Background: an optimization exercise with open tools, aiming at small area, a short achievable clock period and few clock cycles per item. Do not read the settings as production practice. Only simulation tests tie the RTL to the original design; equivalence was not proved. Power is estimated from default activity; no workload was simulated.

==> inputs of run a <==
Design polygon_convexity_check, start of the top module:
module polygon_convexity_check #(
  parameter int COORD_WIDTH = 16
) (
  input  logic                          clk,
  input  logic                          rst,
  input  logic                          vertex_valid,
  output logic                          vertex_ready,
  input  logic signed [COORD_WIDTH-1:0] vertex_x,
  input  logic signed [COORD_WIDTH-1:0] vertex_y,
  input  logic                          last_vertex,
  output logic                          result_valid,
  input  logic                          result_ready,
  output logic                          is_convex,
  output logic                          too_few
);
  localparam int DW     = COORD_WIDTH + 1;
  localparam int QDEPTH = 4;
  logic [COORD_WIDTH-1:0] prev_x, prev_y;      
  logic [COORD_WIDTH-1:0] first_x, first_y;    
  logic [DW-1:0]          e0_x, e0_y;          
  logic [1:0]             seen;                
  logic                   close1, close2;      
  logic                   few1, few2;          
  logic [53:0]   a_enc;         
  logic [53:0]   a_enc_next;
  logic [DW-1:0] a_src_x, a_src_y;
  logic [DW-1:0] b_x, b_y;
  logic          xv, xfirst, xend, xfew;
  logic          yv, yfirst, yend, yfew;
  logic          wv, wfirst, wend, wfew;
  logic          pos;
  logic          seen_pos, seen_neg;
  logic [QDEPTH-1:0] qv, qc, qf;
  logic [2:0] outstanding;
  logic              ready_q;
  logic          fire, pop, load, push, push_c, push_f;
  logic [DW-1:0] sub_x, sub_y, e_x, e_y;
  assign vertex_ready = ready_q;
  assign fire         = vertex_valid && ready_q && !rst;
  assign pop          = qv[0] && result_ready;
  assign sub_x = close1 ? {first_x[COORD_WIDTH-1], first_x} : {vertex_x[COORD_WIDTH-1], vertex_x};
  assign sub_y = close1 ? {first_y[COORD_WIDTH-1], first_y} : {vertex_y[COORD_WIDTH-1], vertex_y};
  assign e_x   = {prev_x[COORD_WIDTH-1], prev_x} - sub_x;
  assign e_y   = {prev_y[COORD_WIDTH-1], prev_y} - sub_y;
  ...
clock: 7.5 ns
lec_check: 0
abc_area: 1
cap_margin: 20
core_margin: 2
core_utilization: 40
cts_cluster_diameter: 80
cts_cluster_size: 30
place_density: 0.6
setup_slack_margin: 4.6
slew_margin: 20
standard.sh (not shown) runs the stock make flow with config.mk's settings and CLKGATE_MAP_FILE= SYNTH_SCRIPT=/design/flow/synth_recipe.tcl, a recipe that flattens the netlist after the stock synthesis.
==> flow/flow/run.sh <==
#!/bin/bash
# Layout flow: the standard flow (standard.sh) unchanged except for one step in
# synthesis. Before Yosys's fine-grained synthesis runs ABC, the adder trees of the RTL
# (plain XOR / majority gates) are mapped to full- and half-adder cells, so ABC cannot
# restructure them first; extracting them afterwards leaves inverters between the adder
# cells. Everything else, including the registers, is the standard synthesis.
set -euo pipefail
HERE=$(pwd)
FL=$HERE/flow

# synthesis script: ORFS's synth.tcl with the early adder extraction inserted
python3 - "$FLOW_HOME/scripts/synth.tcl" "$HERE/synth_fa.tcl" <<'PYEOF'
import sys
src = open(sys.argv[1]).read()
anchor = """if {
  [env_var_exists_and_non_empty SYNTH_WRAPPED_OPERATORS] ||
  [env_var_exists_and_non_empty SWAP_ARITH_OPERATORS]
} {
  source $::env(SCRIPTS_DIR)/synth_wrap_operators.tcl
} else {"""
early = """# early full-adder extraction (this flow's only change to synthesis)
opt -fast -full
memory_map
opt -full
techmap -map +/techmap.v -map $::env(FLOW_HOME)/platforms/common/lcu_kogge_stone.v
opt -fast
extract_fa {*}[dont_use_extract_fa_args]
techmap -map $::env(ADDER_MAP_FILE)
opt -fast

"""
assert src.count(anchor) == 1, "synth.tcl anchor not found"
open(sys.argv[2], "w").write(src.replace(anchor, early + anchor))
PYEOF
# The standard flow's synthesis wrapper, sourcing the script above instead of synth.tcl
sed "s|\$::env(SCRIPTS_DIR)/synth.tcl|$HERE/synth_fa.tcl|" synth_recipe.tcl > synth_recipe_fa.tcl
grep -q "synth_fa.tcl" synth_recipe_fa.tcl
# standard.sh with that synthesis wrapper, for the synth target only
sed "s|SYNTH_SCRIPT=[^ ]*|SYNTH_SCRIPT=$HERE/synth_recipe_fa.tcl|" standard.sh > standard_fa.sh
grep -q "synth_recipe_fa.tcl" standard_fa.sh

bash standard_fa.sh synth > synth.log 2>&1
bash standard.sh finish > finish.log 2>&1
==> run b: changes against run a <==
--- a/flow/design.v
+++ b/flow/design.v
@@ -51,16 +51,16 @@
   assign vertex_ready = ready_q;
   assign fire         = vertex_valid && ready_q && !rst;
   assign pop          = qv[0] && result_ready;
   assign sub_x = close1 ? {first_x[COORD_WIDTH-1], first_x} : {vertex_x[COORD_WIDTH-1], vertex_x};
   assign sub_y = close1 ? {first_y[COORD_WIDTH-1], first_y} : {vertex_y[COORD_WIDTH-1], vertex_y};
   assign e_x   = {prev_x[COORD_WIDTH-1], prev_x} - sub_x;
   assign e_y   = {prev_y[COORD_WIDTH-1], prev_y} - sub_y;
-  assign a_src_x = ((fire && seen == 2'd2) || close2) ? e0_x : b_x;
-  assign a_src_y = ((fire && seen == 2'd2) || close2) ? e0_y : b_y;
+  assign a_src_x = (fire && seen == 2'd2) ? e0_x : b_x;
+  assign a_src_y = (fire && seen == 2'd2) ? e0_y : b_y;
   pcc_booth_enc u_enc (
     .x   (a_src_x),
     .y   (a_src_y),
     .enc (a_enc_next)
   );
   assign load = (fire && seen[1]) || close1 || close2;
   always_ff @(posedge clk) begin
@@ -89,17 +89,17 @@
       first_y <= vertex_y;
     end
     if (fire && seen == 2'd1) begin
       e0_x <= e_x;
       e0_y <= e_y;
     end
     a_enc <= a_enc_next;
-    if ((fire && seen[1]) || close1) begin
-      b_x <= e_x;
-      b_y <= e_y;
+    if (load) begin
+      b_x <= close2 ? e0_x : e_x;
+      b_y <= close2 ? e0_y : e_y;
     end
   end
   always_ff @(posedge clk) begin
     if (rst) begin
       xv <= 1'b0; xfew <= 1'b0;
       yv <= 1'b0; yfew <= 1'b0;
       wv <= 1'b0; wfew <= 1'b0;
@@ -116,22 +116,19 @@
     wend   <= yend;
   end
   pcc_cross u_cross (
     .clk (clk),
     .aenc(a_enc),
     .bx  (b_x),
     .by  (b_y),
-    .nm  (xend),
     .pos (pos)
   );
   logic sp_next, sn_next;
-  logic cls;
-  assign cls     = pos ^ wend;
-  assign sp_next = (seen_pos && !wfirst) || cls;
-  assign sn_next = (seen_neg && !wfirst) || !cls;
+  assign sp_next = (seen_pos && !wfirst) || pos;
+  assign sn_next = (seen_neg && !wfirst) || !pos;
   always_ff @(posedge clk) begin
     if (wv) begin
       seen_pos <= sp_next;
       seen_neg <= sn_next;
     end
   end
   assign push   = (wv && wend) || wfew;
@@ -189,15 +186,14 @@
     end
   end
 endmodule
 module pcc_cross (
   input  logic        clk,
   input  logic [53:0] aenc,
   input  logic [16:0] bx, by,
-  input  logic        nm,
   output logic        pos
 );
   wire p_one0;
   wire p_two0;
   wire p_neg0;
   wire p_r0_0;
   wire p_r0_1;
@@ -1238,15 +1234,14 @@
   wire s644;
   wire c645;
   wire s646;
   wire c647;
   wire s648;
   wire c649;
   logic rg_0_0;
-  logic rg_0_1;
   logic rg_1_0;
   logic rg_2_1;
   logic rg_2_2;
   logic rg_2_3;
   logic rg_2_4;
   logic rg_2_5;
   logic rg_2_6;
@@ -2192,22 +2187,22 @@
   assign c387 = (p_r6_16 & p_r7_14) | (p_r6_16 & p_r8_12) | (p_r7_14 & p_r8_12);
   assign s388 = q_r6_16 ^ q_r7_14 ^ q_r8_12;
   assign c389 = (q_r6_16 & q_r7_14) | (q_r6_16 & q_r8_12) | (q_r7_14 & q_r8_12);
   assign s390 = p_rn6 ^ p_r7_15 ^ p_r8_13;
   assign c391 = (p_rn6 & p_r7_15) | (p_rn6 & p_r8_13) | (p_r7_15 & p_r8_13);
   assign s392 = q_rn6 ^ q_r7_15;
   assign c393 = q_rn6 & q_r7_15;
-  assign s394 = 1'b1 ^ nm ^ p_neg0;
-  assign c395 = (1'b1 & nm) | (1'b1 & p_neg0) | (nm & p_neg0);
-  assign s396 = p_r0_0 ^ q_neg0 ^ q_r0_0;
-  assign c397 = (p_r0_0 & q_neg0) | (p_r0_0 & q_r0_0) | (q_neg0 & q_r0_0);
+  assign s394 = 1'b1 ^ p_neg0 ^ p_r0_0;
+  assign c395 = (1'b1 & p_neg0) | (1'b1 & p_r0_0) | (p_neg0 & p_r0_0);
+  assign s396 = q_neg0 ^ q_r0_0 ^ s394;
+  assign c397 = (q_neg0 & q_r0_0) | (q_neg0 & s394) | (q_r0_0 & s394);
   assign s398 = 1'b1 ^ p_r0_1 ^ q_r0_1;
   assign c399 = (1'b1 & p_r0_1) | (1'b1 & q_r0_1) | (p_r0_1 & q_r0_1);
-  assign s400 = c395 ^ c397 ^ s398;
-  assign c401 = (c395 & c397) | (c395 & s398) | (c397 & s398);
+  assign s400 = c395 ^ s398 ^ c397;
+  assign c401 = (c395 & s398) | (c395 & c397) | (s398 & c397);
   assign s402 = s370 ^ c363 ^ c367;
   assign c403 = (s370 & c363) | (s370 & c367) | (c363 & c367);
   assign s404 = c371 ^ s376 ^ c369;
   assign c405 = (c371 & s376) | (c371 & c369) | (s376 & c369);
   assign s406 = c373 ^ s374 ^ s378;
   assign c407 = (c373 & s374) | (c373 & s378) | (s374 & s378);
   assign s408 = c377 ^ s382 ^ c375;
@@ -2449,16 +2444,15 @@
   assign s644 = rg_31_0 ^ rg_31_1;
   assign c645 = rg_31_0 & rg_31_1;
   assign s646 = rg_32_0 ^ rg_32_1 ^ rg_32_2;
   assign c647 = (rg_32_0 & rg_32_1) | (rg_32_0 & rg_32_2) | (rg_32_1 & rg_32_2);
   assign s648 = rg_33_0 ^ rg_33_1;
   assign c649 = rg_33_0 & rg_33_1;
   always_ff @(posedge clk) begin
-    rg_0_0 <= s394;
-    rg_0_1 <= s396;
+    rg_0_0 <= s396;
     rg_1_0 <= s400;
     rg_2_1 <= p_neg1;
     rg_2_2 <= q_neg1;
     rg_2_3 <= q_r0_2;
     rg_2_4 <= q_r1_0;
     rg_2_5 <= c399;
     rg_2_6 <= s244;
@@ -2616,15 +2610,15 @@
     rg_32_0 <= c431;
     rg_32_1 <= s434;
     rg_32_2 <= c433;
     rg_33_0 <= s436;
     rg_33_1 <= c435;
   end
   assign s[0] = rg_0_0;
-  assign c[0] = rg_0_1;
+  assign c[0] = 1'b0;
   assign s[1] = rg_1_0;
   assign c[1] = 1'b0;
   assign s[2] = rg_2_7;
   assign c[2] = s586;
   assign s[3] = c587;
   assign c[3] = s588;
   assign s[4] = c589;
CORE_UTILIZATION = 55   (was 40)
PLACE_DENSITY = 0.7   (was 0.6)
==> run c: changes against run a <==
--- a/flow/flow/run.sh
+++ b/flow/flow/run.sh
@@ -1,13 +1,15 @@
 #!/bin/bash
 # Layout flow: the standard flow (standard.sh) unchanged except for one step in
 # synthesis. Before Yosys's fine-grained synthesis runs ABC, the adder trees of the RTL
 # (plain XOR / majority gates) are mapped to full- and half-adder cells, so ABC cannot
 # restructure them first; extracting them afterwards leaves inverters between the adder
 # cells. Everything else, including the registers, is the standard synthesis.
+# Placement buffers every input and output port as the standard flow does, but with a
+# plain buffer cell (buf_2) instead of the delay cell buffer_ports picks by default.
 set -euo pipefail
 HERE=$(pwd)
 FL=$HERE/flow
 
 # synthesis script: ORFS's synth.tcl with the early adder extraction inserted
 python3 - "$FLOW_HOME/scripts/synth.tcl" "$HERE/synth_fa.tcl" <<'PYEOF'
 import sys
@@ -36,8 +38,9 @@
 sed "s|\$::env(SCRIPTS_DIR)/synth.tcl|$HERE/synth_fa.tcl|" synth_recipe.tcl > synth_recipe_fa.tcl
 grep -q "synth_fa.tcl" synth_recipe_fa.tcl
 # standard.sh with that synthesis wrapper, for the synth target only
 sed "s|SYNTH_SCRIPT=[^ ]*|SYNTH_SCRIPT=$HERE/synth_recipe_fa.tcl|" standard.sh > standard_fa.sh
 grep -q "synth_recipe_fa.tcl" standard_fa.sh
 
 bash standard_fa.sh synth > synth.log 2>&1
+export BUFFER_PORTS_ARGS="-buffer_cell sky130_fd_sc_hd__buf_2"
 bash standard.sh finish > finish.log 2>&1
CORE_UTILIZATION = 45   (was 40)
PLACE_DENSITY = 0.65   (was 0.6)
==> notes <==
Of run b and run a, run a has the higher register-to-register slack (gap 0.09 ns).
Utilization, lowest first: run a, run c, run b.
In critical path depth, run b and run a do not differ.
Combinational power: run b is lower than run a (about 6%).
Against run c, the final cell count of run a is higher by 4.0%.
In clock-buffer cell count, run c and run a do not differ.
The lowest via count belongs to run a, the highest to run b.
In sequential power, run a and run c hardly differ.
The lowest power belongs to run b, the highest to run a.
Testbench counts of run a, summed over its fixed seeds: cycles 59,325, items 59,266.
Testbench counts of run b, summed over its fixed seeds: cycles 59,325, items 59,266.
Testbench counts of run c, summed over its fixed seeds: cycles 59,325, items 59,266.

what the ideal ports hide:
No port has a modelled driver above. Below, the same layouts with a new extraction and two added sets of constraints. Step 1: set_driving_cell puts a clkbuf_16 on clk and a buf_2 on each other input, an assumption about the parent block. Step 2 moves the port delays by t, midway between the first and last clock arrival at a register: inputs arrive t later, outputs are due t later. That takes back most of the time a late clock gives input paths. a / b / c = no drivers / after step 1 / after step 2; a / b = the first two.
run | t (ns) | setup WS [ns] | worst hold slack (ns) | worst setup path at the end
run a | 0.669 | 4.604 / 4.604 / 3.996 | 0.337 / 0.337 / 0.337 | input to register
run b | 0.654 | 4.514 / 4.514 / 4.015 | 0.338 / 0.338 / 0.338 | input to register
run c | 0.645 | 4.591 / 4.591 / 4.118 | 0.320 / 0.320 / 0.320 | input to register
After both steps every run listed still meets setup and hold. The setup slack of run a, which loses most, moves by 0.000 ns with the drivers and by -0.608 ns with both steps.
